Source: an optimization exercise on an open RTL-to-GDS flow (aim: a short achievable clock period and few clock cycles). Production flows keep margins and buffers that such runs may drop. At most, simulation tests tie the RTL to the original design; equivalence was not proved. The RTL of runs 1 to 4 was laid out without a check of its function. Power figures rest on the tool's default switching activity, not on a simulated workload.

===== design/flow/run.sh =====
#!/bin/bash
# synth_recipe.tcl (not shown) runs the flow's synth.tcl, then flattens the netlist and writes it again
# the make line also repeats each setting of config.mk as NAME=value (left out here)
make -C /OpenROAD-flow-scripts/flow DESIGN_CONFIG=/design/flow/config.mk WORK_HOME=/design/flow/orfs CLKGATE_MAP_FILE= SYNTH_SCRIPT=/design/flow/synth_recipe.tcl finish

===== design/flow/config.mk =====
export PLATFORM = sky130hd
export DESIGN_NAME = cr16_core
export DESIGN_NICKNAME = cr16_core
export VERILOG_FILES = /design/flow/design.v
export SDC_FILE = /design/flow/constraint.sdc
export NUM_CORES = 4
export LEC_CHECK = 0
export CAP_MARGIN = 20
export CORE_MARGIN = 2
export CORE_UTILIZATION = 50
export SETUP_SLACK_MARGIN = 3.7
export SLEW_MARGIN = 20
export SYNTH_HIERARCHICAL = 1
export SYNTH_MINIMUM_KEEP_SIZE = 0

===== design/flow/design.v =====
localparam integer FLAG_C = 0;
localparam integer FLAG_L = 1;
localparam integer FLAG_F = 2;
localparam integer FLAG_Z = 3;
localparam integer FLAG_N = 4;
localparam logic [3:0] ST_FETCH      = 4'd0;
localparam logic [3:0] ST_FETCH_WAIT = 4'd1;
localparam logic [3:0] ST_DECODE     = 4'd2;
localparam logic [3:0] ST_EXEC       = 4'd3;
localparam logic [3:0] ST_MEM        = 4'd4;
localparam logic [3:0] ST_MEM_WAIT   = 4'd5;
localparam logic [3:0] COND_EQ = 4'b0000;
localparam logic [3:0] COND_NE = 4'b0001;
localparam logic [3:0] COND_CS = 4'b0010;
localparam logic [3:0] COND_CC = 4'b0011;
localparam logic [3:0] COND_FS = 4'b0100;
localparam logic [3:0] COND_FC = 4'b0101;
localparam logic [3:0] COND_LT = 4'b0110;
localparam logic [3:0] COND_LO = 4'b1000;
localparam logic [3:0] COND_GE = 4'b1011;
localparam logic [3:0] COND_HS = 4'b1101;
localparam logic [3:0] COND_UC = 4'b1110;
localparam logic [2:0] ALU_ADD  = 3'd0;
localparam logic [2:0] ALU_SUB  = 3'd1;
localparam logic [2:0] ALU_AND  = 3'd2;
localparam logic [2:0] ALU_OR   = 3'd3;
localparam logic [2:0] ALU_XOR  = 3'd4;
localparam logic [2:0] ALU_PASS = 3'd5;
localparam logic [3:0] OP_EXT   = 4'b0000;
localparam logic [3:0] OP_ADDI  = 4'b0001;
localparam logic [3:0] OP_SUBI  = 4'b0100;
localparam logic [3:0] OP_CMPI  = 4'b0101;
localparam logic [3:0] OP_ANDI  = 4'b0111;
localparam logic [3:0] OP_ORI   = 4'b1000;
localparam logic [3:0] OP_XORI  = 4'b1001;
localparam logic [3:0] OP_MOVIL = 4'b1010;
localparam logic [3:0] OP_MOVIU = 4'b1011;
localparam logic [3:0] OP_BCOND = 4'b1100;
localparam logic [3:0] OP_MEM   = 4'b1111;
localparam logic [3:0] EXT_ADD   = 4'b0000;
localparam logic [3:0] EXT_SUB   = 4'b0011;
localparam logic [3:0] EXT_CMP   = 4'b0100;
localparam logic [3:0] EXT_AND   = 4'b0110;
localparam logic [3:0] EXT_OR    = 4'b0111;
localparam logic [3:0] EXT_XOR   = 4'b1000;
localparam logic [3:0] EXT_MOV   = 4'b0001;
localparam logic [3:0] EXT_LOAD  = 4'b1010;
localparam logic [3:0] EXT_STORE = 4'b1011;
module cr16_alu (
    input  logic        sub,
    input  logic [3:0]  sel,       
    input  logic        pass,      
    input  logic [15:0] pa,
    input  logic [15:0] ga,
    input  logic [15:0] gs,
    input  logic [15:0] b,
    output logic [15:0] result,
    output logic [4:0]  flags
);
localparam integer FLAG_C = 0;
localparam integer FLAG_L = 1;
localparam integer FLAG_F = 2;
localparam integer FLAG_Z = 3;
localparam integer FLAG_N = 4;
localparam logic [3:0] ST_FETCH      = 4'd0;
localparam logic [3:0] ST_FETCH_WAIT = 4'd1;
localparam logic [3:0] ST_DECODE     = 4'd2;
localparam logic [3:0] ST_EXEC       = 4'd3;
localparam logic [3:0] ST_MEM        = 4'd4;
localparam logic [3:0] ST_MEM_WAIT   = 4'd5;
localparam logic [3:0] COND_EQ = 4'b0000;
localparam logic [3:0] COND_NE = 4'b0001;
localparam logic [3:0] COND_CS = 4'b0010;
localparam logic [3:0] COND_CC = 4'b0011;
localparam logic [3:0] COND_FS = 4'b0100;
localparam logic [3:0] COND_FC = 4'b0101;
localparam logic [3:0] COND_LT = 4'b0110;
localparam logic [3:0] COND_LO = 4'b1000;
localparam logic [3:0] COND_GE = 4'b1011;
localparam logic [3:0] COND_HS = 4'b1101;
localparam logic [3:0] COND_UC = 4'b1110;
localparam logic [2:0] ALU_ADD  = 3'd0;
localparam logic [2:0] ALU_SUB  = 3'd1;
localparam logic [2:0] ALU_AND  = 3'd2;
localparam logic [2:0] ALU_OR   = 3'd3;
localparam logic [2:0] ALU_XOR  = 3'd4;
localparam logic [2:0] ALU_PASS = 3'd5;
localparam logic [3:0] OP_EXT   = 4'b0000;
localparam logic [3:0] OP_ADDI  = 4'b0001;
localparam logic [3:0] OP_SUBI  = 4'b0100;
localparam logic [3:0] OP_CMPI  = 4'b0101;
localparam logic [3:0] OP_ANDI  = 4'b0111;
localparam logic [3:0] OP_ORI   = 4'b1000;
localparam logic [3:0] OP_XORI  = 4'b1001;
localparam logic [3:0] OP_MOVIL = 4'b1010;
localparam logic [3:0] OP_MOVIU = 4'b1011;
localparam logic [3:0] OP_BCOND = 4'b1100;
localparam logic [3:0] OP_MEM   = 4'b1111;
localparam logic [3:0] EXT_ADD   = 4'b0000;
localparam logic [3:0] EXT_SUB   = 4'b0011;
localparam logic [3:0] EXT_CMP   = 4'b0100;
localparam logic [3:0] EXT_AND   = 4'b0110;
localparam logic [3:0] EXT_OR    = 4'b0111;
localparam logic [3:0] EXT_XOR   = 4'b1000;
localparam logic [3:0] EXT_MOV   = 4'b0001;
localparam logic [3:0] EXT_LOAD  = 4'b1010;
localparam logic [3:0] EXT_STORE = 4'b1011;
    logic [15:0] ps, ta, sum_a, sum_s;
    logic [16:0] ca, cs;
    logic        zero_a, zero_s;
    assign ps = ~pa;
    assign ta = ga | pa;
    cr16_carry u_add (.cin(1'b0), .p(pa), .g(ga), .c(ca));
    cr16_carry u_sub (.cin(1'b1), .p(ps), .g(gs), .c(cs));
    assign sum_a = pa ^ ca[15:0];
    assign sum_s = ps ^ cs[15:0];
    assign zero_a = (pa == {ta[14:0], 1'b0});
    assign zero_s = (pa == 16'd0);
    always_comb begin
        flags = '0;
        if (sub) begin
            flags[FLAG_Z] = zero_s;
            flags[FLAG_F] = cs[16] ^ cs[15];
            flags[FLAG_C] = ~cs[16];
            flags[FLAG_L] = ~cs[16];
            flags[FLAG_N] = ps[15] ^ cs[16];
        end else begin
            flags[FLAG_Z] = zero_a;
            flags[FLAG_F] = ca[16] ^ ca[15];
            flags[FLAG_C] = ca[16];
        end
    end
    assign result = ({16{sel[0] & ~sub}} & sum_a) | ({16{sel[0] & sub}} & sum_s)
                    | ({16{sel[1]}} & ga) | ({16{sel[2]}} & ta)
                    | ({16{sel[3]}} & pa) | ({16{pass}} & b);
endmodule
module cr16_carry (
    input  logic        cin,
    input  logic [15:0] p,
    input  logic [15:0] g,
    output logic [16:0] c
);
    logic [16:0] gg [6];
    logic [16:0] pp [6];
    assign gg[0] = {g, cin};
    assign pp[0] = {p, 1'b0};
    genvar l, k;
    generate
        for (l = 0; l < 5; l++) begin : lvl
            for (k = 0; k < 17; k++) begin : pos
                if (k >= (1 << l)) begin : comb
                    assign gg[l+1][k] = gg[l][k] | (pp[l][k] & gg[l][k - (1 << l)]);
                    assign pp[l+1][k] = pp[l][k] & pp[l][k - (1 << l)];
                end else begin : pass_through
                    assign gg[l+1][k] = gg[l][k];
                    assign pp[l+1][k] = pp[l][k];
                end
            end
        end
    endgenerate
    assign c = gg[5];
endmodule
module cr16_decoder (
    input  logic [15:0] instr,
    input  logic [4:0]  flags,
    output logic [15:0] rsel_a,    
    output logic [15:0] rsel_b,    
    output logic        imm_sel,
    output logic [15:0] imm,
    output logic        sub,
    output logic [3:0]  sel,       
    output logic        pass,
    output logic        wreg,
    output logic        wflags,
    output logic        load,
    output logic        store,
    output logic        taken
);
localparam integer FLAG_C = 0;
localparam integer FLAG_L = 1;
localparam integer FLAG_F = 2;
localparam integer FLAG_Z = 3;
localparam integer FLAG_N = 4;
localparam logic [3:0] ST_FETCH      = 4'd0;
localparam logic [3:0] ST_FETCH_WAIT = 4'd1;
localparam logic [3:0] ST_DECODE     = 4'd2;
localparam logic [3:0] ST_EXEC       = 4'd3;
localparam logic [3:0] ST_MEM        = 4'd4;
localparam logic [3:0] ST_MEM_WAIT   = 4'd5;
localparam logic [3:0] COND_EQ = 4'b0000;
localparam logic [3:0] COND_NE = 4'b0001;
localparam logic [3:0] COND_CS = 4'b0010;
localparam logic [3:0] COND_CC = 4'b0011;
localparam logic [3:0] COND_FS = 4'b0100;
localparam logic [3:0] COND_FC = 4'b0101;
localparam logic [3:0] COND_LT = 4'b0110;
localparam logic [3:0] COND_LO = 4'b1000;
localparam logic [3:0] COND_GE = 4'b1011;
localparam logic [3:0] COND_HS = 4'b1101;
localparam logic [3:0] COND_UC = 4'b1110;
localparam logic [2:0] ALU_ADD  = 3'd0;
localparam logic [2:0] ALU_SUB  = 3'd1;
localparam logic [2:0] ALU_AND  = 3'd2;
localparam logic [2:0] ALU_OR   = 3'd3;
localparam logic [2:0] ALU_XOR  = 3'd4;
localparam logic [2:0] ALU_PASS = 3'd5;
localparam logic [3:0] OP_EXT   = 4'b0000;
localparam logic [3:0] OP_ADDI  = 4'b0001;
localparam logic [3:0] OP_SUBI  = 4'b0100;
localparam logic [3:0] OP_CMPI  = 4'b0101;
localparam logic [3:0] OP_ANDI  = 4'b0111;
localparam logic [3:0] OP_ORI   = 4'b1000;
localparam logic [3:0] OP_XORI  = 4'b1001;
localparam logic [3:0] OP_MOVIL = 4'b1010;
localparam logic [3:0] OP_MOVIU = 4'b1011;
localparam logic [3:0] OP_BCOND = 4'b1100;
localparam logic [3:0] OP_MEM   = 4'b1111;
localparam logic [3:0] EXT_ADD   = 4'b0000;
localparam logic [3:0] EXT_SUB   = 4'b0011;
localparam logic [3:0] EXT_CMP   = 4'b0100;
localparam logic [3:0] EXT_AND   = 4'b0110;
localparam logic [3:0] EXT_OR    = 4'b0111;
localparam logic [3:0] EXT_XOR   = 4'b1000;
localparam logic [3:0] EXT_MOV   = 4'b0001;
localparam logic [3:0] EXT_LOAD  = 4'b1010;
localparam logic [3:0] EXT_STORE = 4'b1011;
    logic [3:0] op, ext;
    logic       alu;
    assign op  = instr[15:12];
    assign ext = instr[7:4];
    always_comb begin
        for (int i = 0; i < 16; i++) begin
            rsel_a[i] = instr[11:8] == 4'(i);
            rsel_b[i] = instr[3:0] == 4'(i);
        end
    end
    always_comb begin
        alu    = 1'b1;
        sub    = 1'b0;
        sel    = 4'b0001;
        wflags = 1'b0;
        case (op)
            OP_EXT: begin
                case (ext)
                    EXT_ADD: wflags = 1'b1;
                    EXT_SUB, EXT_CMP: begin
                        sub    = 1'b1;
                        wflags = 1'b1;
                    end
                    EXT_AND: sel = 4'b0010;
                    EXT_OR: sel = 4'b0100;
                    EXT_XOR: sel = 4'b1000;
                    default: alu = 1'b0;
                endcase
            end
            OP_ADDI: wflags = 1'b1;
            OP_SUBI, OP_CMPI: begin
                sub    = 1'b1;
                wflags = 1'b1;
            end
            OP_ANDI: sel = 4'b0010;
            OP_ORI: sel = 4'b0100;
            OP_XORI: sel = 4'b1000;
            default: alu = 1'b0;
        endcase
        if (!alu) begin
            sel = 4'b0000;
        end
    end
    always_comb begin
        case (op)
            OP_ADDI, OP_SUBI, OP_CMPI: imm = {{8{instr[7]}}, instr[7:0]};
            OP_MOVIU: imm = {instr[7:0], 8'h00};
            default: imm = {8'h00, instr[7:0]};
        endcase
    end
    always_comb begin
        case (op)
            OP_ADDI, OP_SUBI, OP_CMPI, OP_ANDI, OP_ORI, OP_XORI, OP_MOVIL, OP_MOVIU:
                imm_sel = 1'b1;
            default: imm_sel = 1'b0;
        endcase
    end
    assign pass  = (op == OP_MEM && ext == EXT_MOV) || op == OP_MOVIL || op == OP_MOVIU;
    assign wreg  = (alu && !(op == OP_CMPI || (op == OP_EXT && ext == EXT_CMP))) || pass;
    assign load  = (op == OP_MEM) && (ext == EXT_LOAD);
    assign store = (op == OP_MEM) && (ext == EXT_STORE);
    always_comb begin
        case (instr[11:8])
            COND_EQ: taken = flags[FLAG_Z];
            COND_NE: taken = !flags[FLAG_Z];
            COND_CS: taken = flags[FLAG_C];
            COND_CC: taken = !flags[FLAG_C];
            COND_FS: taken = flags[FLAG_F];
            COND_FC: taken = !flags[FLAG_F];
            COND_LO: taken = flags[FLAG_L];
            COND_HS: taken = !flags[FLAG_L];
            COND_LT: taken = flags[FLAG_N];
            COND_GE: taken = !flags[FLAG_N];
            COND_UC: taken = 1'b1;
            default: taken = 1'b0;
        endcase
        taken = taken && op == OP_BCOND;
    end
endmodule
module cr16_regfile (
    input  logic        I_CLK,
    input  logic        I_NRESET,
    input  logic [15:0] ld_we,
    input  logic [15:0] ld_data,
    input  logic [15:0] fwd_sel,
    input  logic [15:0] fwd_data,
    input  logic [15:0] rsel_a,
    input  logic [15:0] rsel_b,
    output logic [15:0] rdata_a,
    output logic [15:0] rdata_b
);
    logic [15:0] regs [16];
    logic [15:0] view [16];
    always_ff @(posedge I_CLK or negedge I_NRESET) begin
        if (!I_NRESET) begin
            for (int i = 0; i < 16; i++) begin
                regs[i] <= '0;
            end
        end else begin
            for (int i = 0; i < 16; i++) begin
                if (ld_we[i]) begin
                    regs[i] <= ld_data;
                end else if (fwd_sel[i]) begin
                    regs[i] <= fwd_data;
                end
            end
        end
    end
    always_comb begin
        rdata_a = '0;
        rdata_b = '0;
        for (int i = 0; i < 16; i++) begin
            view[i] = fwd_sel[i] ? fwd_data : regs[i];
            rdata_a = rdata_a | ({16{rsel_a[i]}} & view[i]);
            rdata_b = rdata_b | ({16{rsel_b[i]}} & view[i]);
        end
    end
endmodule
module cr16_branch_target (
    input  logic [15:0] pc,
    input  logic [7:0]  imm8,
    output logic [15:0] tgt
);
    logic [15:0] disp, p, g;
    logic [16:0] c;
    assign disp = {{8{imm8[7]}}, imm8};
    assign p    = pc ^ disp;
    assign g    = pc & disp;
    cr16_carry u_carry (.cin(1'b1), .p(p), .g(g), .c(c));
    assign tgt = p ^ c[15:0];
endmodule
module cr16_operands (
    input  logic [15:0] rf_a,
    input  logic [15:0] rf_b,
    input  logic        imm_sel,
    input  logic [15:0] imm,
    output logic [15:0] b,
    output logic [15:0] pa,    
    output logic [15:0] ga,    
    output logic [15:0] gs     
);
    assign b  = imm_sel ? imm : rf_b;
    assign pa = rf_a ^ b;
    assign ga = rf_a & b;
    assign gs = rf_a & ~b;
endmodule
module cr16_core #(
    parameter logic [15:0] P_RESET_VECTOR = 16'h0000
) (
    input  logic        I_CLK,
    input  logic        I_NRESET,
    input  logic        mem_ack,
    input  logic [15:0] mem_rdata,
    output logic        mem_req,
    output logic        mem_we,
    output logic [15:0] mem_addr,
    output logic [15:0] mem_wdata,
    output logic [4:0]  status_flags
);
localparam integer FLAG_C = 0;
localparam integer FLAG_L = 1;
localparam integer FLAG_F = 2;
localparam integer FLAG_Z = 3;
localparam integer FLAG_N = 4;
localparam logic [3:0] ST_FETCH      = 4'd0;
localparam logic [3:0] ST_FETCH_WAIT = 4'd1;
localparam logic [3:0] ST_DECODE     = 4'd2;
localparam logic [3:0] ST_EXEC       = 4'd3;
localparam logic [3:0] ST_MEM        = 4'd4;
localparam logic [3:0] ST_MEM_WAIT   = 4'd5;
localparam logic [3:0] COND_EQ = 4'b0000;
localparam logic [3:0] COND_NE = 4'b0001;
localparam logic [3:0] COND_CS = 4'b0010;
localparam logic [3:0] COND_CC = 4'b0011;
localparam logic [3:0] COND_FS = 4'b0100;
localparam logic [3:0] COND_FC = 4'b0101;
localparam logic [3:0] COND_LT = 4'b0110;
localparam logic [3:0] COND_LO = 4'b1000;
localparam logic [3:0] COND_GE = 4'b1011;
localparam logic [3:0] COND_HS = 4'b1101;
localparam logic [3:0] COND_UC = 4'b1110;
localparam logic [2:0] ALU_ADD  = 3'd0;
localparam logic [2:0] ALU_SUB  = 3'd1;
localparam logic [2:0] ALU_AND  = 3'd2;
localparam logic [2:0] ALU_OR   = 3'd3;
localparam logic [2:0] ALU_XOR  = 3'd4;
localparam logic [2:0] ALU_PASS = 3'd5;
localparam logic [3:0] OP_EXT   = 4'b0000;
localparam logic [3:0] OP_ADDI  = 4'b0001;
localparam logic [3:0] OP_SUBI  = 4'b0100;
localparam logic [3:0] OP_CMPI  = 4'b0101;
localparam logic [3:0] OP_ANDI  = 4'b0111;
localparam logic [3:0] OP_ORI   = 4'b1000;
localparam logic [3:0] OP_XORI  = 4'b1001;
localparam logic [3:0] OP_MOVIL = 4'b1010;
localparam logic [3:0] OP_MOVIU = 4'b1011;
localparam logic [3:0] OP_BCOND = 4'b1100;
localparam logic [3:0] OP_MEM   = 4'b1111;
localparam logic [3:0] EXT_ADD   = 4'b0000;
localparam logic [3:0] EXT_SUB   = 4'b0011;
localparam logic [3:0] EXT_CMP   = 4'b0100;
localparam logic [3:0] EXT_AND   = 4'b0110;
localparam logic [3:0] EXT_OR    = 4'b0111;
localparam logic [3:0] EXT_XOR   = 4'b1000;
localparam logic [3:0] EXT_MOV   = 4'b0001;
localparam logic [3:0] EXT_LOAD  = 4'b1010;
localparam logic [3:0] EXT_STORE = 4'b1011;
    logic        pend;        
    logic        tx_fetch;    
    logic        tx_load;     
    logic        exec;        
    logic        ld_pend;     
    logic        done;
    logic [15:0] pc;          
    logic [15:0] iw;          
    logic [15:0] op_a;        
    logic [15:0] op_b;        
    logic [15:0] op_pa;       
    logic [15:0] op_ga;       
    logic [15:0] op_gs;       
    logic [15:0] tgt;         
    logic        x_sub, x_pass, x_wreg, x_wflags;
    logic        x_load, x_store, x_jump, x_next;   
    logic [3:0]  x_sel;
    logic [15:0] d_imm, d_b, d_pa, d_ga, d_gs, d_tgt;
    logic        d_imm_sel, d_sub, d_pass, d_wreg, d_wflags, d_load, d_store, d_taken;
    logic [3:0]  d_sel;
    logic [15:0] rsel_a, rsel_b;
    logic [15:0] rf_a, rf_b;
    logic [15:0] alu_result;
    logic [4:0]  alu_flags;
    logic [15:0] next_pc;
    logic [15:0] pc_inc;
    logic [16:0] inc_c;
    logic [15:0] res;
    logic [15:0] res_sel;     
    logic [3:0]  ld_rd;
    logic [15:0] ld_we;
    assign done = mem_req && mem_ack;
    cr16_decoder u_decoder (
        .instr(mem_rdata), .flags(status_flags),
        .rsel_a(rsel_a), .rsel_b(rsel_b), .imm_sel(d_imm_sel), .imm(d_imm),
        .sub(d_sub), .sel(d_sel), .pass(d_pass), .wreg(d_wreg), .wflags(d_wflags),
        .load(d_load), .store(d_store), .taken(d_taken)
    );
    cr16_regfile u_regfile (
        .I_CLK(I_CLK), .I_NRESET(I_NRESET),
        .ld_we(ld_we), .ld_data(iw),
        .fwd_sel(res_sel), .fwd_data(res),
        .rsel_a(rsel_a), .rsel_b(rsel_b),
        .rdata_a(rf_a), .rdata_b(rf_b)
    );
    cr16_operands u_operands (
        .rf_a(rf_a), .rf_b(rf_b), .imm_sel(d_imm_sel), .imm(d_imm),
        .b(d_b), .pa(d_pa), .ga(d_ga), .gs(d_gs)
    );
    cr16_branch_target u_target (.pc(pc), .imm8(mem_rdata[7:0]), .tgt(d_tgt));
    always_ff @(posedge I_CLK or negedge I_NRESET) begin
        if (!I_NRESET) begin
            iw       <= '0;
            op_a     <= '0;
            op_b     <= '0;
            op_pa    <= '0;
            op_ga    <= '0;
            op_gs    <= '0;
            tgt      <= '0;
            x_sub    <= 1'b0;
            x_sel    <= '0;
            x_pass   <= 1'b0;
            x_wreg   <= 1'b0;
            x_wflags <= 1'b0;
            x_load   <= 1'b0;
            x_store  <= 1'b0;
            x_jump   <= 1'b0;
            x_next   <= 1'b0;
        end else begin
            iw       <= mem_rdata;
            op_a     <= rf_a;
            op_b     <= d_b;
            op_pa    <= d_pa;
            op_ga    <= d_ga;
            op_gs    <= d_gs;
            tgt      <= d_tgt;
            x_sub    <= d_sub;
            x_sel    <= d_sel;
            x_pass   <= d_pass;
            x_wreg   <= d_wreg;
            x_wflags <= d_wflags;
            x_load   <= d_load;
            x_store  <= d_store;
            x_jump   <= d_taken;
            x_next   <= !(d_load || d_store || d_taken);
        end
    end
    cr16_alu u_alu (
        .sub(x_sub), .sel(x_sel), .pass(x_pass), .pa(op_pa), .ga(op_ga), .gs(op_gs),
        .b(op_b),
        .result(alu_result), .flags(alu_flags)
    );
    assign next_pc = x_jump ? tgt : pc;
    cr16_carry u_inc (.cin(1'b1), .p(pc), .g(16'd0), .c(inc_c));
    assign pc_inc = pc ^ inc_c[15:0];
    always_comb begin
        for (int i = 0; i < 16; i++) begin
            ld_we[i] = ld_pend && ld_rd == 4'(i);
        end
    end
    always_ff @(posedge I_CLK or negedge I_NRESET) begin
        if (!I_NRESET) begin
            pend         <= 1'b1;
            tx_fetch     <= 1'b1;
            tx_load      <= 1'b0;
            exec         <= 1'b0;
            ld_pend      <= 1'b0;
            mem_req      <= 1'b0;
            mem_we       <= 1'b0;
            mem_addr     <= P_RESET_VECTOR;
            mem_wdata    <= '0;
            pc           <= P_RESET_VECTOR;
            status_flags <= '0;
            ld_rd        <= '0;
            res          <= '0;
            res_sel      <= '0;
        end else begin
            exec    <= done && tx_fetch;
            ld_pend <= done && !tx_fetch && tx_load;
            if (done) begin
                mem_req <= 1'b0;
                pend    <= 1'b1;
            end else if (pend && !mem_ack) begin
                mem_req <= 1'b1;
                pend    <= 1'b0;
            end
            if (done && tx_fetch) begin
                pc <= pc_inc;
            end
            if (done && !tx_fetch) begin
                tx_fetch <= 1'b1;
            end
            if (exec) begin
                pc <= next_pc;
                if (x_wflags) begin
                    status_flags <= alu_flags;
                end
                res <= alu_result;
                for (int i = 0; i < 16; i++) begin
                    res_sel[i] <= x_wreg && iw[11:8] == 4'(i);
                end
                tx_fetch  <= !(x_load || x_store);
                tx_load   <= x_load;
                ld_rd     <= iw[11:8];
                mem_we    <= x_store;
                mem_addr  <= ({16{x_store}} & op_a) | ({16{x_load}} & op_b)
                             | ({16{x_jump}} & tgt) | ({16{x_next}} & pc);
                mem_wdata <= op_b;
            end else if (!mem_req && tx_fetch) begin
                mem_we   <= 1'b0;
                mem_addr <= pc;
            end
        end
    end
endmodule

===== design/flow/constraint.sdc =====
create_clock -name core_clock -period 6.0 [get_ports {I_CLK}]
set_input_delay 1.2000 -clock core_clock [delete_from_list [all_inputs] [get_ports {I_CLK}]]
set_output_delay 1.2000 -clock core_clock [all_outputs]
set_load 0.01 [all_outputs]

==> results of run 1 <==
power breakdown:
group | total (mW) | switching, mW | internal, mW
logic | 5.00 | 2.39 | 2.62
registers | 5.15 | 1.02 | 4.13
clock network | 3.47 | 1.38 | 2.09
total | 13.6 | 4.79 | 8.83
worst max-delay path, stage by stage:
cell      delay (ps)
buf_12           110
buf_8            130
or2b_4           270
nor2_4            50
buf_8            140
buf_12           150
a22o_1           220
a221oi_2         190
nand4_1          280
ha_2             410
inv_1             30
path summary, 6_finish.rpt:
check,depth (start not counted),slack [ps],startpoint,end
setup / recovery,11,3320,mem_rdata[9],op_pa[12]
hold / removal,1,500,tx_load,tx_load
setup reg to reg,7,3410,res[6],op_pa[6]
hold reg to reg,1,500,tx_load,tx_load
max in group asynchronous,2,4060,I_NRESET,u_regfile.regs[14][9]
min in group asynchronous,1,570,I_NRESET,exec
per-stage QoR:
stage                     hold slack (ps)  setup WS [ps]  util (%)  std cells
after global placement                483           1730      54.5       3081
final                                 504           3320      64.0       3386
after detailed placement              495           1700      54.5       3081
after global routing                  521           3350      64.0       3386
after floorplan                       473           3150         -       2441
after CTS                             510           3440      62.1       3331
cell type report:
| cell class | instances | area (sq um) | area share [%] |
|---|---|---|---|
| multi-input cells | 1685 | 17000 | 48.2 |
| flip-flops and latches | 476 | 12000 | 34.0 |
| repair buffers | 330 | 3300 | 9.35 |
| clock buffers | 77 | 1590 | 4.51 |
| well taps | 748 | 936 | 2.65 |
| clock inverters | 19 | 255 | 0.724 |
| inverters | 51 | 194 | 0.550 |
cells in the final DEF (no fill, tap or decap), drive strengths merged, types with 34 or more instances in the layout:
master  count
xor2       34
buf       325
nor2       61
mux2      585
clkbuf     77
a221oi    131
conb       39
nand2      89
dfrtp     474
a21o       53
o21ai      94
a22o      158
ha         48
inv        51
nand4      62
a21oi      41
per-layer routing:
| layer | vias up | GRT usage [%] | wire length (um) |
|---|---|---|---|
| met5 | - | 0.173 | 0 |
| met4 | 0 | 13.5 | 4280 |
| met3 | 251 | 7.27 | 7630 |
| met2 | 961 | 55.6 | 47000 |
| met1 | 11400 | 47.0 | 42500 |
| li1 | 9437 | - | - |
timing repair:
action,in CTS,in global routing
setup buffers,143,55
pin swaps,108,93
gates cloned,11,0
gates resized for setup,523,110
setup endpoints to repair,178,144
==> impl_metrics.tcl, run 1 <==
set metrics [dict create \
    worstSkewPairLatency_ps 630 \
    ant_nets 0 \
    worstSetupPathType "input port to flop" \
    antenna_found_initial 1 \
    clock_skew_ps 24.8 \
    area_growth_pct 26.6 \
    numCtsBuffers 54 \
    nFillCells 4206 \
    regMostFlops "u_regfile.regs" \
    dr.pass1.iters 6 \
    drv_slew 0 \
    grt_pass1_vias 21700 \
    coreArea_sq_um 55100 \
    rows 86 \
    io_pins 58 \
    rsz0062_at_grt "yes" \
    period_share_pct 44.7 \
    wl_per_cell_um 30.0 \
    cp.arrival_ps 3200 \
    vias 22000 \
    grt_max_degree 129 \
    gr-total-overflow 0 \
    grt_first_pass_wirelength_mm 148 \
    powerDensity_nw_per_um2 386 \
    dieArea_sq_um 57600 \
    power.total_mw 13.6 \
    clockBufferDepth 3 \
    worst_setup_path_end_kind "flop" \
    drive_gt1_share_pct 51.4 \
    cts_hold_buffers 0 \
    clkTransAtPathRegs_ps 60 \
    period_needed_ps 2680 \
    fin_area_sq_um 35300 \
    globalplace.congestion 1.03 \
    outcome "timing/DRC/antenna clean" \
    max-cap-violations 0 \
    syn_area_per_cell_sq_um 11.6 \
    yosysWarnings 15 \
    via_per_inst 6.50 \
    cp.required_ps 6510 \
    numPortBuffers 57 \
    initial_core_util_pct 50.6 \
    n_antenna_cell 0 \
    drc 0 \
    setup_tns_ps 0 \
    crit_path_start_kind "input port" \
    final_nets 2665 \
    clock_tree.root_cell "clkbuf_16" \
    die_w_um 240 \
    leakage_nw 16.0 \
    relSlewSlack_pct 25.8 \
    syn_inst 2407 \
    dpl.hpwl_mm 65.8 \
    cts.sinks 476 \
    htreeDepth 2 \
    die_y_um 240 \
    placed_cell_area_sq_um 30000 \
    peakVddDrop_mv 0.253 \
    hold_viol 0 \
    synthesis.area_sq_um 27900 \
    max_clock_freq_ghz 0.373 \
    critPathMaxFanout 8 \
    drt-initial-drc-count 1912 \
    track_usage_pct 35.0 \
    finalSetupViolCount 0 \
    hold_path_class "flop to flop" \
    tritoncts "done" \
    largest_reg_flops 256 \
    drt_wl_total_mm 101 \
    worst_pin_slew_ps 1110 \
]
==> run 2, diff against run 1 <==
--- a/design/flow/design.v
+++ b/design/flow/design.v
@@ -460,3 +460,3 @@
     logic [16:0] inc_c;
-    logic [15:0] res;
+    logic [15:0] res;         
     logic [15:0] res_sel;     
@@ -552,2 +552,6 @@
             ld_pend <= done && !tx_fetch && tx_load;
+            res     <= alu_result;
+            for (int i = 0; i < 16; i++) begin
+                res_sel[i] <= exec && x_wreg && iw[11:8] == 4'(i);
+            end
             if (done) begin
@@ -570,6 +574,2 @@
                 end
-                res <= alu_result;
-                for (int i = 0; i < 16; i++) begin
-                    res_sel[i] <= x_wreg && iw[11:8] == 4'(i);
-                end
                 tx_fetch  <= !(x_load || x_store);
==> run 2 against run 1 <==
Compared with the run above:
- first-iteration DRC count fell by 0.58%
- area after synthesis fell by 1.1%
- still clean on timing, DRC and antenna
- largest cell class unchanged
- die area fell by 1.0%
- critical endpoint is now op_ga[9]
- hold slack got worse by 66 ps
==> impl_metrics.tcl, run 2 <==
set metrics [dict create \
    worstSetupPathType "input port to flop" \
    grt_max_degree 159 \
    drt_wl_total_mm 97.9 \
    drt-initial-drc-count 1901 \
    dieArea_sq_um 57000 \
    max-cap-violations 0 \
    worst_setup_path_end_kind "flop" \
    nFillCells 4245 \
    vias 21300 \
    netSwitchingFraction_pct 29.5 \
    p_sw_mw 2.75 \
    setup_tns_ps 0 \
    drc 0 \
    dr.pass1.iters 8 \
    cp.arrival_ps 3140 \
    reg2reg_depth 6 \
    period_share_pct 43.7 \
    worstSkewPairLatency_ps 630 \
    numCtsBuffers 54 \
    r2r_start "res[6]" \
    wl_per_cell_um 30.0 \
    rsz0062_at_grt "yes" \
    yosysWarnings 15 \
    die_y_um 239 \
    via_per_inst 6.53 \
    htreeDepth 2 \
    max_clock_freq_ghz 0.381 \
    placed_cell_area_sq_um 29600 \
    stdcell_count 3263 \
    powerDensity_nw_per_um2 272 \
    crit_path_start_kind "input port" \
    p_clk_share_pct 38.3 \
    cp.required_ps 6510 \
    die_w_um 239 \
    clock_tree.root_cell "clkbuf_16" \
    p_seq_share_pct 42.1 \
    area_growth_pct 24.1 \
    cp_slowest_stage_delay_ps 390 \
    antenna_found_initial 3 \
    globalplace.congestion 0.902 \
    grt_pass1_vias 21200 \
    cts_hold_buffers 0 \
    syn_area_per_cell_sq_um 11.6 \
    rows 86 \
    largest_reg_flops 256 \
    track_usage_pct 34.4 \
    power.internal_mw 6.56 \
    critPathMaxFanout 8 \
    leakage_nw 15.8 \
    io_pins 58 \
    grt_first_pass_wirelength_mm 144 \
    timing.rr.end "op_ga[6]" \
    final_cell_mix "mux2_2, dfrtp_1, a22o_1, buf_4, a221oi_2" \
    r2r_slack_ps 3420 \
    syn_inst 2371 \
    initial_core_util_pct 50.3 \
    period_needed_ps 2620 \
    hold_path_class "input port to async pin" \
    final_common_cell "mux2_2" \
    numPortBuffers 57 \
    tritoncts "done" \
    peakVddDrop_mv 0.239 \
    cts.sinks 476 \
    coreArea_sq_um 54800 \
    hold_viol 0 \
    holdWs_ps 438 \
    outcome "timing/DRC/antenna clean" \
    fin_area_sq_um 34200 \
    final_util_pct 62.5 \
    regArea_sq_um 12000 \
    multiInputGateArea_sq_um 16600 \
    worst_pin_slew_ps 1110 \
    p_comb_share_pct 19.6 \
    synthesis.area_sq_um 27600 \
    gr-total-overflow 0 \
    drv_slew 0 \
    regMostFlops "u_regfile.regs" \
    place_inst 2998 \
    dpl.hpwl_mm 63.5 \
    path_cells "buf_16 -> nand2b_4 -> nor2_4 -> buf_8 -> a22o_1 -> a221oi_2 -> nand4_1 -> mux2_4 -> ha_4" \
    clockBufferDepth 3 \
    cp_slowest_cell "mux2_4" \
    relSlewSlack_pct 26.2 \
    drive_gt1_share_pct 48.5 \
    final_nets 2581 \
    finalSetupViolCount 0 \
    clock_skew_ps 22.4 \
    clkTransAtPathRegs_ps 60 \
    ant_nets 0 \
]
## run 2: power groups by stage
stage / Sequential (mW) / Combinational, mW / Clock, mW
6_report: 3.92 / 1.82 / 3.57
5_1_grt: 3.96 / 1.98 / 3.74
4_1_cts: 3.91 / 1.72 / 3.61
3_5_place_dp: 3.98 / 1.58 / 0
3_3_place_gp: 3.97 / 1.54 / 0
2_1_floorplan: 3.82 / 1.11 / 0
## run 2: timing repair
| action | in CTS | in global routing |
|---|---|---|
| setup buffers | 120 | 31 |
| gates cloned | 13 | 0 |
| endpoints found under the setup margin | 176 | 134 |
| gates resized for setup | 481 | 85 |
| pin swaps | 84 | 56 |
## run 2: area by class of cell
cell class | instances | area share (%)
inverters | 35 | 0.384
clock inverters | 23 | 0.874
flip-flops and latches | 476 | 35.0
clock buffers | 76 | 4.66
diodes | 2 | 0.0146
multi-input cells | 1671 | 48.6
repair buffers | 276 | 7.89
well taps | 704 | 2.57
## run 2: critical path, delay by kind of cell
| kind | cells | cell delay, ps |
|---|---|---|
| AOI/OAI and AO/OA | 2 | 500 |
| buffers and inverters | 2 | 260 |
| muxes | 1 | 390 |
| adders and majority gates | 1 | 150 |
| and+or+nand+nor | 3 | 600 |
## run 2: worst max-delay path by stage
stage	endpoint	cells past startpoint	slack, ps	from
2_1_floorplan	op_ga[11]	10	3150	mem_rdata[1]
3_3_place_gp	op_pa[10]	9	1520	mem_rdata[2]
3_5_place_dp	op_pa[10]	9	1490	mem_rdata[2]
4_1_cts	op_ga[6]	9	3480	mem_rdata[0]
5_1_grt	op_pa[14]	11	3380	mem_rdata[0]
6_report	op_ga[9]	9	3380	mem_rdata[0]
## run 2: layer usage
metal  vias to the layer above  global-route usage (%)  part of all wire, %
met3                       237                    5.15                  6.5
met2                       841                    54.4                   46
met4                         0                    14.6                  4.2
met1                     11000                    47.2                   43
li1                       9222                       -                    -
met5                         -                       0                    0
## run 2: per-stage QoR
step           worst slack, ps  power, mW
4_1_cts                   3480       9.24
6_report                  3380       9.31
3_5_place_dp              1490       5.56
5_1_grt                   3380       9.68
3_3_place_gp              1520       5.51
2_1_floorplan             3150       4.93
==> run 3, diff against run 2 <==
--- a/design/flow/design.v
+++ b/design/flow/design.v
@@ -165,4 +165,2 @@
     input  logic [4:0]  flags,
-    output logic [15:0] rsel_a,    
-    output logic [15:0] rsel_b,    
     output logic        imm_sel,
@@ -231,8 +229,2 @@
     always_comb begin
-        for (int i = 0; i < 16; i++) begin
-            rsel_a[i] = instr[11:8] == 4'(i);
-            rsel_b[i] = instr[3:0] == 4'(i);
-        end
-    end
-    always_comb begin
         alu    = 1'b1;
@@ -312,4 +304,4 @@
     input  logic [15:0] fwd_data,
-    input  logic [15:0] rsel_a,
-    input  logic [15:0] rsel_b,
+    input  logic [3:0]  raddr_a,
+    input  logic [3:0]  raddr_b,
     output logic [15:0] rdata_a,
@@ -318,3 +310,3 @@
     logic [15:0] regs [16];
-    logic [15:0] view [16];
+    logic [255:0] view;
     always_ff @(posedge I_CLK or negedge I_NRESET) begin
@@ -335,9 +327,30 @@
     always_comb begin
-        rdata_a = '0;
-        rdata_b = '0;
         for (int i = 0; i < 16; i++) begin
-            view[i] = fwd_sel[i] ? fwd_data : regs[i];
-            rdata_a = rdata_a | ({16{rsel_a[i]}} & view[i]);
-            rdata_b = rdata_b | ({16{rsel_b[i]}} & view[i]);
+            view[16*i +: 16] = fwd_sel[i] ? fwd_data : regs[i];
+        end
+    end
+    cr16_read_port u_read_a (.addr(raddr_a), .view(view), .data(rdata_a));
+    cr16_read_port u_read_b (.addr(raddr_b), .view(view), .data(rdata_b));
+endmodule
+module cr16_read_port (
+    input  logic [3:0]   addr,
+    input  logic [255:0] view,
+    output logic [15:0]  data
+);
+    logic [15:0] lvl1 [4];
+    always_comb begin
+        for (int k = 0; k < 4; k++) begin
+            case (addr[1:0])
+                2'd0: lvl1[k] = view[16*(4*k+0) +: 16];
+                2'd1: lvl1[k] = view[16*(4*k+1) +: 16];
+                2'd2: lvl1[k] = view[16*(4*k+2) +: 16];
+                default: lvl1[k] = view[16*(4*k+3) +: 16];
+            endcase
         end
+        case (addr[3:2])
+            2'd0: data = lvl1[0];
+            2'd1: data = lvl1[1];
+            2'd2: data = lvl1[2];
+            default: data = lvl1[3];
+        endcase
     end
@@ -349,7 +362,7 @@
 );
-    logic [15:0] disp, p, g;
+    logic [15:0] disp, p, g, unused;
     logic [16:0] c;
     assign disp = {{8{imm8[7]}}, imm8};
-    assign p    = pc ^ disp;
-    assign g    = pc & disp;
+    cr16_bit_xor u_xor (.a(pc), .b(disp), .y(p));
+    cr16_bit_and u_and (.a(pc), .b(disp), .y(g), .yn(unused));
     cr16_carry u_carry (.cin(1'b1), .p(p), .g(g), .c(c));
@@ -367,6 +380,21 @@
 );
-    assign b  = imm_sel ? imm : rf_b;
-    assign pa = rf_a ^ b;
-    assign ga = rf_a & b;
-    assign gs = rf_a & ~b;
+    assign b = imm_sel ? imm : rf_b;
+    cr16_bit_xor u_xor (.a(rf_a), .b(b), .y(pa));
+    cr16_bit_and u_and (.a(rf_a), .b(b), .y(ga), .yn(gs));
+endmodule
+module cr16_bit_xor (
+    input  logic [15:0] a,
+    input  logic [15:0] b,
+    output logic [15:0] y
+);
+    assign y = a ^ b;
+endmodule
+module cr16_bit_and (
+    input  logic [15:0] a,
+    input  logic [15:0] b,
+    output logic [15:0] y,     
+    output logic [15:0] yn     
+);
+    assign y  = a & b;
+    assign yn = a & ~b;
 endmodule
@@ -453,3 +481,2 @@
     logic [3:0]  d_sel;
-    logic [15:0] rsel_a, rsel_b;
     logic [15:0] rf_a, rf_b;
@@ -467,3 +494,3 @@
         .instr(mem_rdata), .flags(status_flags),
-        .rsel_a(rsel_a), .rsel_b(rsel_b), .imm_sel(d_imm_sel), .imm(d_imm),
+        .imm_sel(d_imm_sel), .imm(d_imm),
         .sub(d_sub), .sel(d_sel), .pass(d_pass), .wreg(d_wreg), .wflags(d_wflags),
@@ -475,3 +502,3 @@
         .fwd_sel(res_sel), .fwd_data(res),
-        .rsel_a(rsel_a), .rsel_b(rsel_b),
+        .raddr_a(mem_rdata[11:8]), .raddr_b(mem_rdata[3:0]),
         .rdata_a(rf_a), .rdata_b(rf_b)
==> run 3 against run 2 <==
Compared with the run above:
- hold slack better by 42 ps
- power is 3.2% lower
- utilization is 2.9 points lower
- synthesized cell count is 5.7% lower
- largest power group unchanged
- wire length is 3.9% lower
- final cell count is 2.0% lower
- critical path depth is 2 lower
- sequential power hardly changed
- design area hardly changed
==> impl_metrics.tcl, run 3 <==
set metrics [dict create \
    final_util_pct 59.6 \
    wl_per_cell_um 29.4 \
    power.internal_mw 6.27 \
    p_comb_share_pct 20.4 \
    max_clock_freq_ghz 0.394 \
    hold_path_class "flop to flop" \
    dpl.hpwl_mm 55.3 \
    regMostFlops "u_regfile.regs" \
    drv_slew 0 \
    vias 20400 \
    power.total_mw 9.01 \
    antenna_found_initial 1 \
    leakage_nw 15.7 \
    area_growth_pct 18.6 \
    gr-total-overflow 0 \
    clockBufferDepth 3 \
    syn_inst 2235 \
    die_w_um 244 \
    clkTransAtPathRegs_ps 60 \
    place_inst 2941 \
    worstHoldPathCells 1 \
    p_clk_share_pct 35.7 \
    grt_pass1_vias 20200 \
    numCtsBuffers 53 \
    cts_hold_buffers 0 \
    io_pins 58 \
    yosysWarnings 16 \
    hold_viol 0 \
    worst_setup_path_end_kind "flop" \
    worstSkewPairLatency_ps 630 \
    initial_core_util_pct 50.3 \
    cp.required_ps 6490 \
    p_seq_share_pct 43.9 \
    grt_max_degree 145 \
    reg2reg_depth 7 \
    clock_tree.root_cell "clkbuf_16" \
    final_cell_mix "dfrtp_1, mux2_2, mux2_4, mux4_2, buf_4" \
    worstSetupPathType "flop to flop" \
    worst_pin_slew_ps 1090 \
    outcome "timing/DRC/antenna clean" \
    worst_hold_startpoint "mem_wdata[13]" \
    period_needed_ps 2540 \
    fin_area_sq_um 34200 \
    htreeDepth 2 \
    ant_nets 0 \
    dr.pass1.iters 6 \
    r2r_slack_ps 3460 \
    clock_skew_ps 35.0 \
    die_y_um 244 \
    setup_tns_ps 0 \
    period_share_pct 42.3 \
    largest_reg_flops 256 \
    max-cap-violations 0 \
    drt_wl_total_mm 94.1 \
    holdWs_ps 480 \
    rows 88 \
    dieArea_sq_um 59600 \
    powerDensity_nw_per_um2 264 \
    nFillCells 4552 \
    pre_cts_ws_ps 1980 \
    drive_gt1_share_pct 50.1 \
    final_nets 2408 \
    critPathLaunch "res_sel[11]" \
    rsz0062_at_grt "yes" \
    cts.sinks 476 \
    peakVddDrop_mv 0.233 \
    crit_path_start_kind "flop" \
    via_per_inst 6.38 \
    globalplace.congestion 0.923 \
    coreArea_sq_um 57400 \
    synthesis.area_sq_um 28800 \
    setup_slack_ps 3460 \
    final_common_cell "dfrtp_1" \
    netSwitchingFraction_pct 30.5 \
    relSlewSlack_pct 27.1 \
    placed_cell_area_sq_um 29600 \
    finalSetupViolCount 0 \
    tritoncts "done" \
    drt-initial-drc-count 1890 \
    syn_area_per_cell_sq_um 12.9 \
    critPathMaxFanout 5 \
    numPortBuffers 57 \
    cp.arrival_ps 3030 \
    stdcell_count 3198 \
    p_sw_mw 2.75 \
    grt_first_pass_wirelength_mm 137 \
    r2r_start "res_sel[11]" \
    drc 0 \
    track_usage_pct 31.0 \
]
run 3: final timing paths:
kind / endpoint
setup / recovery: op_pa[8]
hold / removal: mem_wdata[13]
setup reg to reg: op_pa[8]
hold reg to reg: mem_wdata[13]
max in group asynchronous: res_sel[10]
min in group asynchronous: pc[13]
run 3: power by group through the flow:
| stage | clock network, mW | registers, mW | logic [mW] |
|---|---|---|---|
| floorplan | 0 | 3.82 | 1.09 |
| global placement | 0 | 3.98 | 1.52 |
| detailed placement | 0 | 3.99 | 1.56 |
| CTS | 3.27 | 3.94 | 1.68 |
| global route | 3.40 | 3.99 | 2.00 |
| finish | 3.22 | 3.95 | 1.84 |
run 3: critical path: stages (launching register included):
cell and delay (ps):
dfrtp_4 550, clkbuf_16 210, mux2_4 310, mux4_2 530
a22oi_2 200, nand2_2 140, mux2_4 310, xor2_1 140
run 3: final cells by class:
cell class / instances / area, sq um / area share (%)
antenna: 2 / 5.00 / 0.0146
clock buffer: 77 / 1550 / 4.52
clock inverter: 20 / 151 / 0.443
inverter: 20 / 77.6 / 0.227
multi-input combinational: 1576 / 16400 / 48.1
sequential: 476 / 12000 / 35.0
tap: 765 / 957 / 2.80
timing repair buffer: 262 / 3050 / 8.91
run 3: metal layers:
metal	up-vias	global-route usage [%]	part of all wire, %
li1	8584	-	-
met1	10600	42.3	41
met2	934	49.3	47
met3	250	4.82	7.6
met4	0	13.7	4.8
met5	-	0	0
run 3: timing repair:
item	in CTS	in global routing
gates resized for setup	433	133
pin swaps	49	48
buffers inserted	85	56
cloned	13	4
endpoints found under the setup margin	236	251
==> run 4, diff against run 3 <==
--- a/design/flow/design.v
+++ b/design/flow/design.v
@@ -136,10 +136,13 @@
 endmodule
-module cr16_carry (
-    input  logic        cin,
-    input  logic [15:0] p,
-    input  logic [15:0] g,
-    output logic [16:0] c
+module cr16_carry #(
+    parameter int W = 16
+) (
+    input  logic         cin,
+    input  logic [W-1:0] p,
+    input  logic [W-1:0] g,
+    output logic [W:0]   c
 );
-    logic [16:0] gg [6];
-    logic [16:0] pp [6];
+    localparam int L = $clog2(W + 1);
+    logic [W:0] gg [L+1];
+    logic [W:0] pp [L+1];
     assign gg[0] = {g, cin};
@@ -148,4 +151,4 @@
     generate
-        for (l = 0; l < 5; l++) begin : lvl
-            for (k = 0; k < 17; k++) begin : pos
+        for (l = 0; l < L; l++) begin : lvl
+            for (k = 0; k <= W; k++) begin : pos
                 if (k >= (1 << l)) begin : comb
@@ -160,3 +163,3 @@
     endgenerate
-    assign c = gg[5];
+    assign c = gg[L];
 endmodule
@@ -362,9 +365,27 @@
 );
-    logic [15:0] disp, p, g, unused;
-    logic [16:0] c;
-    assign disp = {{8{imm8[7]}}, imm8};
-    cr16_bit_xor u_xor (.a(pc), .b(disp), .y(p));
-    cr16_bit_and u_and (.a(pc), .b(disp), .y(g), .yn(unused));
-    cr16_carry u_carry (.cin(1'b1), .p(p), .g(g), .c(c));
-    assign tgt = p ^ c[15:0];
+    logic [15:0] p16, g16, unused;
+    logic [8:0]  c, c_up, c_dn;
+    logic [7:0]  p, g, hi, hi_up, hi_dn, thi, hi_c1, hi_c0;
+    cr16_bit_xor u_xor (.a({8'd0, pc[7:0]}), .b({8'd0, imm8}), .y(p16));
+    cr16_bit_and u_and (.a({8'd0, pc[7:0]}), .b({8'd0, imm8}), .y(g16), .yn(unused));
+    assign p = p16[7:0];
+    assign g = g16[7:0];
+    cr16_carry #(.W(8)) u_lo (.cin(1'b1), .p(p), .g(g), .c(c));
+    assign hi = pc[15:8];
+    cr16_carry #(.W(8)) u_up (.cin(1'b1), .p(hi), .g(8'd0), .c(c_up));
+    cr16_carry #(.W(8)) u_dn (.cin(1'b0), .p(~hi), .g(hi), .c(c_dn));
+    assign hi_up = hi ^ c_up[7:0];
+    assign hi_dn = ~hi ^ c_dn[7:0];
+    assign hi_c1 = imm8[7] ? hi : hi_up;
+    assign hi_c0 = imm8[7] ? hi_dn : hi;
+    cr16_mux8 u_hi (.s(c[8]), .a(hi_c1), .b(hi_c0), .y(thi));
+    assign tgt = {thi, p ^ c[7:0]};
+endmodule
+module cr16_mux8 (
+    input  logic       s,
+    input  logic [7:0] a,
+    input  logic [7:0] b,
+    output logic [7:0] y
+);
+    assign y = s ? a : b;
 endmodule
==> run 4 against run 3 <==
Compared with the run above:
- critical path depth rose by 1
- global-route usage rose by 0.66 points
- register-to-register slack improved by 90 ps
- power rose by 4.3%
- clock skew fell by 15 ps
- wire length rose by 1.2%
- area after synthesis rose by 1.2%
- sequential power barely moved
- hold slack got worse by 1.2 ps
- utilization fell by 0.64 points
- synthesized cell count rose by 1.7%
- highest routed layer unchanged
==> impl_metrics.tcl, run 4 <==
set metrics [dict create \
    outcome "timing/DRC/antenna clean" \
    rsz0062_at_grt "yes" \
    syn_inst 2274 \
    drt-initial-drc-count 2107 \
    grt_pass1_vias 20400 \
    antenna_found_initial 1 \
    setup_tns_ps 0 \
    clock_skew_ps 19.8 \
    drt_wl_total_mm 95.2 \
    globalplace.congestion 0.903 \
    clockBufferDepth 3 \
    drive_gt1_share_pct 47.7 \
    final_cell_mix "dfrtp_1, mux2_2, mux2_4, mux4_2, buf_4" \
    relSlewSlack_pct 29.5 \
    p_clk_share_pct 36.7 \
    worst_hold_startpoint "mem_wdata[10]" \
    p_sw_mw 2.84 \
    die_y_um 246 \
    track_usage_pct 31.7 \
    cp.arrival_ps 2950 \
    io_pins 58 \
    ant_nets 0 \
    dr.pass1.iters 6 \
    cp.required_ps 6490 \
    yosysWarnings 19 \
    wl_per_cell_um 29.5 \
    hold_path_class "flop to flop" \
    worstHoldPathCells 1 \
    cts_hold_buffers 0 \
    synthesis.area_sq_um 29200 \
    finalSetupViolCount 0 \
    dieArea_sq_um 60300 \
    initial_core_util_pct 50.6 \
    period_share_pct 40.9 \
    syn_area_per_cell_sq_um 12.8 \
    p_seq_share_pct 42.1 \
    tritoncts "done" \
    drv_slew 0 \
    min_to "mem_wdata[10]" \
    via_per_inst 6.38 \
    netSwitchingFraction_pct 30.2 \
    regMostFlops "u_regfile.regs" \
    cts.sinks 476 \
    rows 88 \
    critPathMaxFanout 7 \
    die_w_um 246 \
    r2r_slack_ps 3550 \
    power.internal_mw 6.57 \
    crit_path_start_kind "flop" \
    numPortBuffers 57 \
    dpl.hpwl_mm 57.0 \
    period_needed_ps 2450 \
    worst_setup_path_end_kind "flop" \
    final_common_cell "dfrtp_1" \
    grt_first_pass_wirelength_mm 140 \
    nFillCells 4642 \
    powerDensity_nw_per_um2 276 \
    worstSkewPairLatency_ps 630 \
    largest_reg_flops 256 \
    htreeDepth 2 \
    hold_viol 0 \
    reg2reg_depth 8 \
    r2r_start "res_sel[2]" \
    vias 20600 \
    area_growth_pct 16.6 \
    numCtsBuffers 53 \
    p_comb_share_pct 21.2 \
    clkTransAtPathRegs_ps 60 \
    gr-total-overflow 0 \
    drc 0 \
    grt_max_degree 129 \
    peakVddDrop_mv 0.243 \
    leakage_nw 15.7 \
    clock_tree.root_cell "clkbuf_16" \
    power.total_mw 9.40 \
    worstSetupPathType "flop to flop" \
    max_clock_freq_ghz 0.408 \
    coreArea_sq_um 57700 \
    timing.rr.end "op_pa[11]" \
    worst_pin_slew_ps 1060 \
    max-cap-violations 0 \
    final_nets 2436 \
]
run 4: worst max path at each step:
stage / cells after the start / from / endpoint
3_5_place_dp: 7 / mem_rdata[2] / tgt[10]
6_report: 8 / res_sel[2] / op_pa[11]
5_1_grt: 8 / res_sel[2] / op_pa[10]
3_3_place_gp: 7 / mem_rdata[2] / tgt[9]
4_1_cts: 1 / mem_req / mem_req
2_1_floorplan: 7 / mem_rdata[0] / op_pa[14]
run 4: layer usage:
metal	track usage (%)	vias to the layer above	wire length [um]
met1	45.0	10800	40300
met5	0	-	0
li1	-	8644	-
met4	12.2	0	3870
met2	49.1	973	43400
met3	4.76	205	7630
run 4: timing repair:
action,CTS,global route
gates cloned,11,1
setup buffers,77,44
resized for setup,385,74
endpoints found under the setup margin,254,242
pin swaps,32,39
run 4: power by group through the flow:
stage               Combinational, mW  Sequential, mW  Clock [mW]
global route                     2.15            4.01        3.62
CTS                              1.88            3.95        3.50
floorplan                        1.28            3.84           0
finish                           1.99            3.96        3.45
global placement                 1.71            4.00           0
detailed placement               1.75            4.01           0
run 4: cell type report:
type | instances | area (sq um) | area share [%]
Multi-Input combinational cell | 1626 | 16500 | 48.6
Antenna cell | 1 | 2.50 | 0.00735
Inverter | 28 | 105 | 0.309
Clock buffer | 75 | 1540 | 4.52
Sequential cell | 476 | 12000 | 35.2
Timing Repair Buffer | 232 | 2640 | 7.75
Clock inverter | 22 | 289 | 0.849
Tap cell | 765 | 957 | 2.81
run 4: stage by stage:
| step | hold slack, ps | area, sq um | util [%] | setup WS, ps | std cells |
|---|---|---|---|---|---|
| floorplan | 450 | 29500 | - | 3260 | 2332 |
| global placement | 465 | 30000 | 51.9 | 1960 | 2993 |
| detailed placement | 470 | 30000 | 52.0 | 1920 | 2994 |
| CTS | 482 | 33400 | 57.8 | 3380 | 3179 |
| global route | 506 | 34000 | 59.0 | 3510 | 3224 |
| finish | 479 | 34000 | 59.0 | 3550 | 3225 |
run 4: critical path: stages, from the launching register on:
cell     delay (ps)
dfrtp_2         440
buf_12          150
buf_16          160
mux2_4          320
mux4_2          470
a22oi_2         180
nand2_2         120
mux2_4          320
xor2_1          150
==> run 5, diff against run 4 <==
--- a/design/flow/design.v
+++ b/design/flow/design.v
@@ -144,3 +144,3 @@
 );
-    localparam int L = $clog2(W + 1);
+    localparam int L = (W + 1 <= 8) ? 3 : ((W + 1 <= 16) ? 4 : 5);
     logic [W:0] gg [L+1];
==> run 5 against run 4 <==
Compared with the run above:
- final cell count unchanged
- via count unchanged
- power unchanged
- sequential share of layout area unchanged
- critical endpoint unchanged
- synthesized cell count unchanged
- wire length unchanged
- largest power group unchanged
- clock power about the same
- sequential power about the same
- area after synthesis unchanged
- clock skew unchanged
- first-iteration DRC count unchanged
- clock-buffer cell count unchanged
==> impl_metrics.tcl, run 5 <==
set metrics [dict create \
    outcome "timing/DRC/antenna clean" \
    worst_pin_slew_ps 1060 \
    period_needed_ps 2450 \
    peakVddDrop_mv 0.243 \
    nFillCells 4642 \
    syn_area_per_cell_sq_um 12.8 \
    dpl.hpwl_mm 57.0 \
    die_y_um 246 \
    cp.arrival_ps 2950 \
    stdcell_count 3225 \
    critPathLaunch "res_sel[2]" \
    syn_inst 2274 \
    worst_setup_path_end_kind "flop" \
    worstSkewPairLatency_ps 630 \
    grt_pass1_vias 20400 \
    setup_tns_ps 0 \
    max-cap-violations 0 \
    drive_gt1_share_pct 47.7 \
    finalSetupViolCount 0 \
    max_clock_freq_ghz 0.408 \
    clockBufferDepth 3 \
    tritoncts "done" \
    clock_skew_ps 19.8 \
    hold_path_class "flop to flop" \
    multiInputGateArea_sq_um 16500 \
    globalplace.congestion 0.903 \
    regMostFlops "u_regfile.regs" \
    track_usage_pct 31.7 \
    powerDensity_nw_per_um2 276 \
    r2r_slack_ps 3550 \
    dieArea_sq_um 60300 \
    initial_core_util_pct 50.6 \
    critPathMaxFanout 7 \
    die_w_um 246 \
    largest_reg_flops 256 \
    yosysWarnings 19 \
    holdWs_ps 479 \
    synthesis.area_sq_um 29200 \
    leakage_nw 15.7 \
    place_inst 2994 \
    clock_tree.root_cell "clkbuf_16" \
    crit_path_start_kind "flop" \
    drc 0 \
    hold_viol 0 \
    final_nets 2436 \
    drv_slew 0 \
    vias 20600 \
    final_cell_mix "dfrtp_1, mux2_2, mux2_4, mux4_2, buf_4" \
    period_share_pct 40.9 \
    timing.rr.end "op_pa[11]" \
    via_per_inst 6.38 \
    cts_hold_buffers 0 \
    numCtsBuffers 53 \
    grt_max_degree 129 \
    clkTransAtPathRegs_ps 60 \
    grt_first_pass_wirelength_mm 140 \
    regArea_sq_um 12000 \
    area_growth_pct 16.6 \
    cts.sinks 476 \
    rows 88 \
    drt-initial-drc-count 2107 \
    htreeDepth 2 \
    antenna_found_initial 1 \
    worst_hold_startpoint "mem_wdata[10]" \
    ant_nets 0 \
    numPortBuffers 57 \
    io_pins 58 \
    cp.required_ps 6490 \
    cp-endpoint "op_pa[11]" \
    drt_wl_total_mm 95.2 \
    r2r_start "res_sel[2]" \
    relSlewSlack_pct 29.5 \
    wl_per_cell_um 29.5 \
    dr.pass1.iters 6 \
    reg2reg_depth 8 \
    gr-total-overflow 0 \
    rsz0062_at_grt "yes" \
    worstSetupPathType "flop to flop" \
    coreArea_sq_um 57700 \
    final_common_cell "dfrtp_1" \
]
[run 5: worst min path at each step]
stage	to	slack, ps	depth (start not counted)
2_1_floorplan	tx_load	450	1
3_3_place_gp	tx_load	460	1
3_5_place_dp	tx_load	470	1
4_1_cts	mem_wdata[10]	480	1
5_1_grt	mem_wdata[10]	510	1
6_report	mem_wdata[10]	480	1
[run 5: where the power goes]
part	internal [mW]	leakage, nW	switching, mW
Clock	2.04	0.907	1.41
Sequential	3.50	6.39	0.461
Combinational	1.03	8.41	0.966
Total	6.57	15.7	2.84
[run 5: stage by stage]
step	cell area [sq um]	worst slack [ps]	utilization (%)	total power, mW
final	34000	3550	59.0	9.40
after detailed placement	30000	1920	52.0	5.76
after floorplan	29500	3260	-	5.11
after global placement	30000	1960	51.9	5.71
after CTS	33400	3380	57.8	9.32
after global routing	34000	3510	59.0	9.79
[run 5: what timing repair did]
item / in CTS / in global routing
gates cloned: 11 / 1
setup buffers: 77 / 44
resized for setup: 385 / 74
endpoints found under the setup margin: 254 / 242
endpoints found under the hold margin: 0 / 0
pin swaps: 32 / 39
[run 5: area by class of cell]
| class | instances | share of cell area (%) |
|---|---|---|
| Antenna cell | 1 | 0.00735 |
| Clock buffer | 75 | 4.52 |
| Clock inverter | 22 | 0.849 |
| Inverter | 28 | 0.309 |
| Multi-Input combinational cell | 1626 | 48.6 |
| Sequential cell | 476 | 35.2 |
| Tap cell | 765 | 2.81 |
| Timing Repair Buffer | 232 | 7.75 |
[run 5: worst max-delay path, stage by stage, from the launching register on]
cell,delay [ps]
dfrtp_2,440
buf_12,150
buf_16,160
mux2_4,320
mux4_2,470
a22oi_2,180
nand2_2,120
mux2_4,320
xor2_1,150
[run 5: metal layers]
| layer | global-route usage (%) | up-vias | share of wire [%] |
|---|---|---|---|
| li1 | - | 8644 | - |
| met1 | 45.0 | 10800 | 42 |
| met2 | 49.1 | 973 | 46 |
| met3 | 4.76 | 205 | 8.0 |
| met4 | 12.2 | 0 | 4.1 |
| met5 | 0 | - | 0 |
Testbench counts of run 5, summed over its fixed seeds: cycles 53,159.
==> run 6, diff against run 5 <==
--- a/design/flow/config.mk
+++ b/design/flow/config.mk
@@ -9,3 +9,3 @@
 export CORE_MARGIN = 2
-export CORE_UTILIZATION = 50
+export CORE_UTILIZATION = 45
 export SETUP_SLACK_MARGIN = 3.7
@@ -14 +14,2 @@
 export SYNTH_MINIMUM_KEEP_SIZE = 0
+export TNS_END_PERCENT = 20
==> run 6 against run 5 <==
Compared with the run above:
- clock skew increased by 14 ps
- final cell count increased by 1.8%
- design area decreased by 0.90%
- die area increased by 11%
==> impl_metrics.tcl, run 6 <==
set metrics [dict create \
    rows 93 \
    finalSetupViolCount 0 \
    grt_pass1_vias 20500 \
    leakage_nw 15.5 \
    holdWs_ps 483 \
    relSlewSlack_pct 32.1 \
    worstSetupPathType "flop to flop" \
    syn_area_per_cell_sq_um 12.8 \
    worst_setup_path_end_kind "flop" \
    area_growth_pct 15.5 \
    cp.required_ps 6490 \
    die_y_um 259 \
    antenna_found_initial 2 \
    largest_reg_flops 256 \
    final_nets 2404 \
    track_usage_pct 27.3 \
    numPortBuffers 57 \
    initial_core_util_pct 45.4 \
    final_common_cell "dfrtp_1" \
    syn_inst 2274 \
    hold_viol 0 \
    coreArea_sq_um 64300 \
    drv_slew 0 \
    critPathMaxFanout 14 \
    dpl.hpwl_mm 56.6 \
    grt_first_pass_wirelength_mm 135 \
    period_needed_ps 2460 \
    htreeDepth 2 \
    dr.pass1.iters 6 \
    period_share_pct 40.9 \
    r2r_start "res_sel[2]" \
    yosysWarnings 19 \
    ant_nets 0 \
    max-cap-violations 0 \
    setup_tns_ps 0 \
    cts.sinks 476 \
    drc 0 \
    drive_gt1_share_pct 44.9 \
    clockBufferDepth 3 \
    crit_path_start_kind "flop" \
    io_pins 58 \
    vias 20200 \
    regMostFlops "u_regfile.regs" \
    nFillCells 5417 \
    globalplace.congestion 0.949 \
    worst_pin_slew_ps 1020 \
    critPathLaunch "res_sel[2]" \
    worstSkewPairLatency_ps 640 \
    cp.arrival_ps 2940 \
    max_clock_freq_ghz 0.407 \
    rsz0062_at_grt "yes" \
    hold_path_class "flop to flop" \
    worst_hold_startpoint "mem_wdata[14]" \
    peakVddDrop_mv 0.225 \
    drt_wl_total_mm 92.0 \
    synthesis.area_sq_um 29200 \
    numCtsBuffers 54 \
    outcome "timing/DRC/antenna clean" \
    grt_max_degree 156 \
    final_cell_mix "dfrtp_1, mux2_2, mux2_4, mux4_2, nand2_1" \
    die_w_um 259 \
    wl_per_cell_um 28.0 \
    clkTransAtPathRegs_ps 60 \
    via_per_inst 6.15 \
    gr-total-overflow 0 \
    dieArea_sq_um 66900 \
    clock_skew_ps 33.9 \
    n_antenna_cell 0 \
    powerDensity_nw_per_um2 282 \
    clock_tree.root_cell "clkbuf_16" \
    tritoncts "done" \
    drt-initial-drc-count 1945 \
]
run 6: layer usage:
metal / vias up / track usage [%] / wire [um]
met5: - / 0 / 13
met4: 2 / 11.9 / 4060
met3: 215 / 4.68 / 6150
met2: 814 / 44.3 / 43700
met1: 10500 / 36.0 / 38100
li1: 8607 / - / -
run 6: path summary, 6_finish.rpt:
check | endpoint | slack, ps | depth (start not counted)
max | op_pa[12] | 3540 | 8
min | mem_wdata[14] | 480 | 1
max reg2reg | op_pa[12] | 3540 | 8
min reg2reg | mem_wdata[14] | 480 | 1
max in group asynchronous | res_sel[6] | 3960 | 2
min in group asynchronous | pc[13] | 520 | 1
run 6: what timing repair did:
action / CTS / global route
endpoints found under the setup margin: 224 / 251
endpoints found under the hold margin: 0 / 0
pin swaps: 14 / 32
hold buffers: 0 / 0
gates resized for setup: 324 / 66
gates cloned: 9 / 1
buffers inserted: 44 / 36
run 6: per-stage QoR:
stage / power, mW / instances / setup WS (ps) / area [sq um] / util, %
after floorplan: 5.10 / 2332 / 3260 / 29500 / -
after CTS: 9.49 / 3245 / 3530 / 33300 / 51.8
final: 9.51 / 3282 / 3540 / 33700 / 52.4
after detailed placement: 5.75 / 3094 / 1930 / 30100 / 46.8
after global placement: 5.70 / 3094 / 1970 / 30100 / 46.8
after global routing: 9.92 / 3282 / 3500 / 33700 / 52.4
run 6: critical path, cell delays in order (launching register included):
cell and delay, ps:
dfrtp_1 390, buf_12 180, buf_12 140, mux2_4 300, mux4_2 470, a22oi_2 260
nand2_1 90, mux2_4 320, xor2_1 150
run 6: final cells by class:
cell class / count / area (sq um) / area share [%]
Multi-Input combinational cell: 1626 / 16400 / 48.8
Sequential cell: 476 / 12000 / 35.5
Timing Repair Buffer: 199 / 2230 / 6.61
Clock buffer: 76 / 1520 / 4.49
Tap cell: 855 / 1070 / 3.17
Clock inverter: 22 / 399 / 1.18
Inverter: 28 / 105 / 0.312
run 6: where the power goes:
part / leakage, nW / internal (mW) / switching [mW]
clock network: 0.927 / 2.19 / 1.42
registers: 6.40 / 3.50 / 0.460
logic: 8.14 / 0.989 / 0.947

[static timing again, ports no longer ideal]
Ports are ideal in the flow. The routed layouts listed here were re-timed in OpenROAD. Step 1 assumes that a clkbuf_16 drives the clock port and a buf_2 every other input. Step 2 times the ports against the registers' clock, not the clock port: input delays grow and output delays shrink by t, the midpoint of the rising clock arrivals with the driver on. Slacks: no drivers / after step 1 / after step 2; pairs: no drivers / after step 1.
run	shift t [ns]	setup slack, ns	worst hold slack (ns)
run 1	0.673	3.317 / 3.313 / 2.640	0.504 / 0.504 / 0.504
run 2	0.682	3.378 / 3.352 / 2.670	0.438 / 0.430 / 0.480
run 3	0.681	3.462 / 3.350 / 2.669	0.480 / 0.480 / 0.480
run 4	0.681	3.548 / 3.421 / 2.740	0.479 / 0.479 / 0.479
run 5	0.681	3.548 / 3.421 / 2.740	0.479 / 0.479 / 0.479
run 6	0.689	3.545 / 3.265 / 2.576	0.483 / 0.483 / 0.483
After both steps every run listed still meets setup and hold. For run 6, which loses most, drivers alone change the setup slack by -0.280 ns; drivers and shift together by -0.969 ns.
